This design comes from an exercise in tuning for small area, a short achievable clock period and few clock cycles per item on the open sky130 flow, not from production work.
The RTL was checked by simulation tests, not by an equivalence proof against the original design.
Power figures rest on the tool's default switching activity, not on a simulated workload.

// block_matmul_top
module block_matmul_top (
    input  logic                clk_i,
    input  logic                rstn_i,
    input  logic                start_i,
    input  logic                north_wr_en_i,
    input  mesh_pkg::data_t     north_wr_data_i,
    input  logic                north_wr_reset_i,
    input  logic                west_wr_en_i,
    input  mesh_pkg::data_t     west_wr_data_i,
    input  logic                west_wr_reset_i,
    input  mesh_pkg::mem_addr_t result_addr_i,
    output logic                north_empty_o,
    output logic                west_empty_o,
    output logic                alloc_done_o,
    output logic                mult_done_o,
    output mesh_pkg::data_t     result_data_o
);
Size: ~2900 flip-flops, roughly 110 I/O pins, about 150000 sq um of cells after synthesis.
Settings: LEC_CHECK=0, CAP_MARGIN=20, CORE_MARGIN=2, CORE_UTILIZATION=55, SLEW_MARGIN=20; clock period 11.0 ns.
standard.sh (not shown) runs the stock make flow with config.mk's settings and CLKGATE_MAP_FILE= SYNTH_SCRIPT=/design/flow/synth_recipe.tcl, a recipe that flattens the netlist after the stock synthesis.
==> flow/flow/run.sh <==
#!/bin/bash
set -o pipefail
export SETUP_SLACK_MARGIN=7.2
bash standard.sh MATCH_CELL_FOOTPRINT=0 "BUFFER_PORTS_ARGS=-buffer_cell sky130_fd_sc_hd__buf_4" finish > standard.log 2>&1
The starting point finished with timing, DRC and antenna clean.
Testbench counts at the start, summed over its fixed seeds: cycles 1,536, items 64.
Next try:
- CORE_UTILIZATION: 55 -> 62
- CTS_CLUSTER_DIAMETER: unset -> 100
- CTS_CLUSTER_SIZE: unset -> 20
Flip-flop and latch count is unchanged.
Non-clock buffer count went up by 8.
Total power drops by 7.8%.
Die area went down by 11%.
Global-route usage rises by 4.4 points.

* * *

## run A
Starting RTL as in the previous note.
export LEC_CHECK = 0
export CAP_MARGIN = 20
export CORE_MARGIN = 2
export CORE_UTILIZATION = 50
export CTS_CLUSTER_SIZE = 30
export SLEW_MARGIN = 20
create_clock -name core_clock -period 11.0 [get_ports {clk_i}]
==> flow/flow/run.sh <==
#!/bin/bash
set -o pipefail
export SETUP_SLACK_MARGIN=6.9
bash standard.sh MATCH_CELL_FOOTPRINT=0 "BUFFER_PORTS_ARGS=-buffer_cell sky130_fd_sc_hd__buf_4" finish > standard.log 2>&1
Run A: no failed stages, no open violations at the end
Testbench counts of run A, summed over its fixed seeds: cycles 1,536, items 64.
Changes in run B relative to run A:
Settings: changing CORE_UTILIZATION from 50 to 62; removing CTS_CLUSTER_SIZE (formerly 30).
==> flow/flow/run.sh <==
#!/bin/bash
set -o pipefail
export SETUP_SLACK_MARGIN=7.2
bash standard.sh MATCH_CELL_FOOTPRINT=0 "BUFFER_PORTS_ARGS=-buffer_cell sky130_fd_sc_hd__buf_4" finish > standard.log 2>&1
### Flow results
Run B: full flow OK, the timing, design-rule and antenna checks passed
The lower via count of the first global-routing pass came out of run A.
Run A has a higher number of instances in the placed design than run B.
Comparing run A and run B, non-clock buffer count is lower on run A.
Run A was routed with fewer vias than run B.
Summary — post-DP HPWL, run B relative to run A: higher, by about 1%.
Highest-delay cell along the critical path: sky130_fd_sc_hd__dfrtp_4 -> run A, sky130_fd_sc_hd__dfstp_2 -> run B
Across both runs, share of total power in the clock network was lower for run B than for run A.
Run B: largest net degree at the start of global routing 20 above run A
Final core utilization in run B is 14 points higher than in run A
The following lists how run C was set up differently from run B:
Settings: CORE_UTILIZATION now 55, was 62; CTS_CLUSTER_SIZE now 20, previously not set; CTS_CLUSTER_DIAMETER now 100, previously not set.
==> flow/flow/run.sh <==
#!/bin/bash
set -o pipefail
export SETUP_SLACK_MARGIN=7.3
bash standard.sh MATCH_CELL_FOOTPRINT=0 "BUFFER_PORTS_ARGS=-buffer_cell sky130_fd_sc_hd__buf_4" finish > standard.log 2>&1
--- outcome ---
Side by side, portion of total power attributed to combinational logic turned out higher in run C than in run B. Non-clock buffer count for run C is higher than for run B. Final routed wire length divided by cell count (run C vs. run B) decreases slightly. Looking at destination of the critical timing path, the r_q[350] result is from run C; the north_empty_o one comes from run B. Run C ended with more sequential share of layout area than run B. Comparing run C and run B, the lower arrival time of the worst setup path was measured on run B. Run C improves on run B in area of all placed cells without fillers. Run C vs run B, portion of total power attributed to the clock network went down by 5.9 points. In the metrics for run C and run B, the one carrying the lower post-cts resize count is run B. Run C falls short of run B in headroom to the max-slew limit.
> inputs changed (run C -> run D)
==> flow/flow/run.sh <==
#!/bin/bash
set -o pipefail
export SETUP_SLACK_MARGIN=7.2
bash standard.sh MATCH_CELL_FOOTPRINT=0 "BUFFER_PORTS_ARGS=-buffer_cell sky130_fd_sc_hd__buf_4" finish > standard.log 2>&1
[summary]
Run D vs run C: via count normalized by instance count down slightly
The part of the cycle the worst path needs of run D exceeds that of run C by 1.2 points.
Power: run D draws less than run C
Taking run C as the reference, in run D required time of the worst setup path down 0.04 ns, footprint of the flip-flops and latches flat, time the worst path needs with I/O delays and setup up 0.13 ns, antenna cell count down 4, switching power total down 1.7%.
Summary: final cell area excluding filler cells, run D better than run C
Run D finished all stages; the layout is clean.

what the ideal ports hide:
The flow's constraints put no driver on any port. The routed layouts listed below were extracted and timed again, unchanged, in two steps. Step 1 (the two cells are an assumption about what drives the block):
set clk [get_ports {clk_i}]
set_driving_cell -lib_cell sky130_fd_sc_hd__clkbuf_16 $clk
set_driving_cell -lib_cell sky130_fd_sc_hd__buf_2 [delete_from_list [all_inputs] $clk]
Step 2 adds t to the input delays and takes it off the output delays; t is the mean of the earliest and latest rising clock arrival at the registers after step 1. Input paths then give back, and output paths get back, about the clock's delay inside the block. Slacks: no drivers / after step 1 / after step 2; pairs: no drivers / after step 1.
run	shift t [ns]	setup WS [ns]	worst slew at a driven data input, ns
the first run of note 1	1.026	7.134 / 7.134 / 6.423	0.06
the second run of note 1	0.973	7.143 / 7.143 / 6.424	0.07
run A	1.021	6.874 / 6.874 / 6.152	0.09
run B	1.056	7.127 / 7.041 / 6.343	0.07
run C	0.992	7.212 / 7.141 / 6.380	0.06
run D	1.003	7.083 / 7.083 / 6.399	0.06
After both steps setup and hold are still met in every run listed. For run C, which loses most, drivers alone change the setup slack by -0.071 ns; drivers and shift together by -0.832 ns.
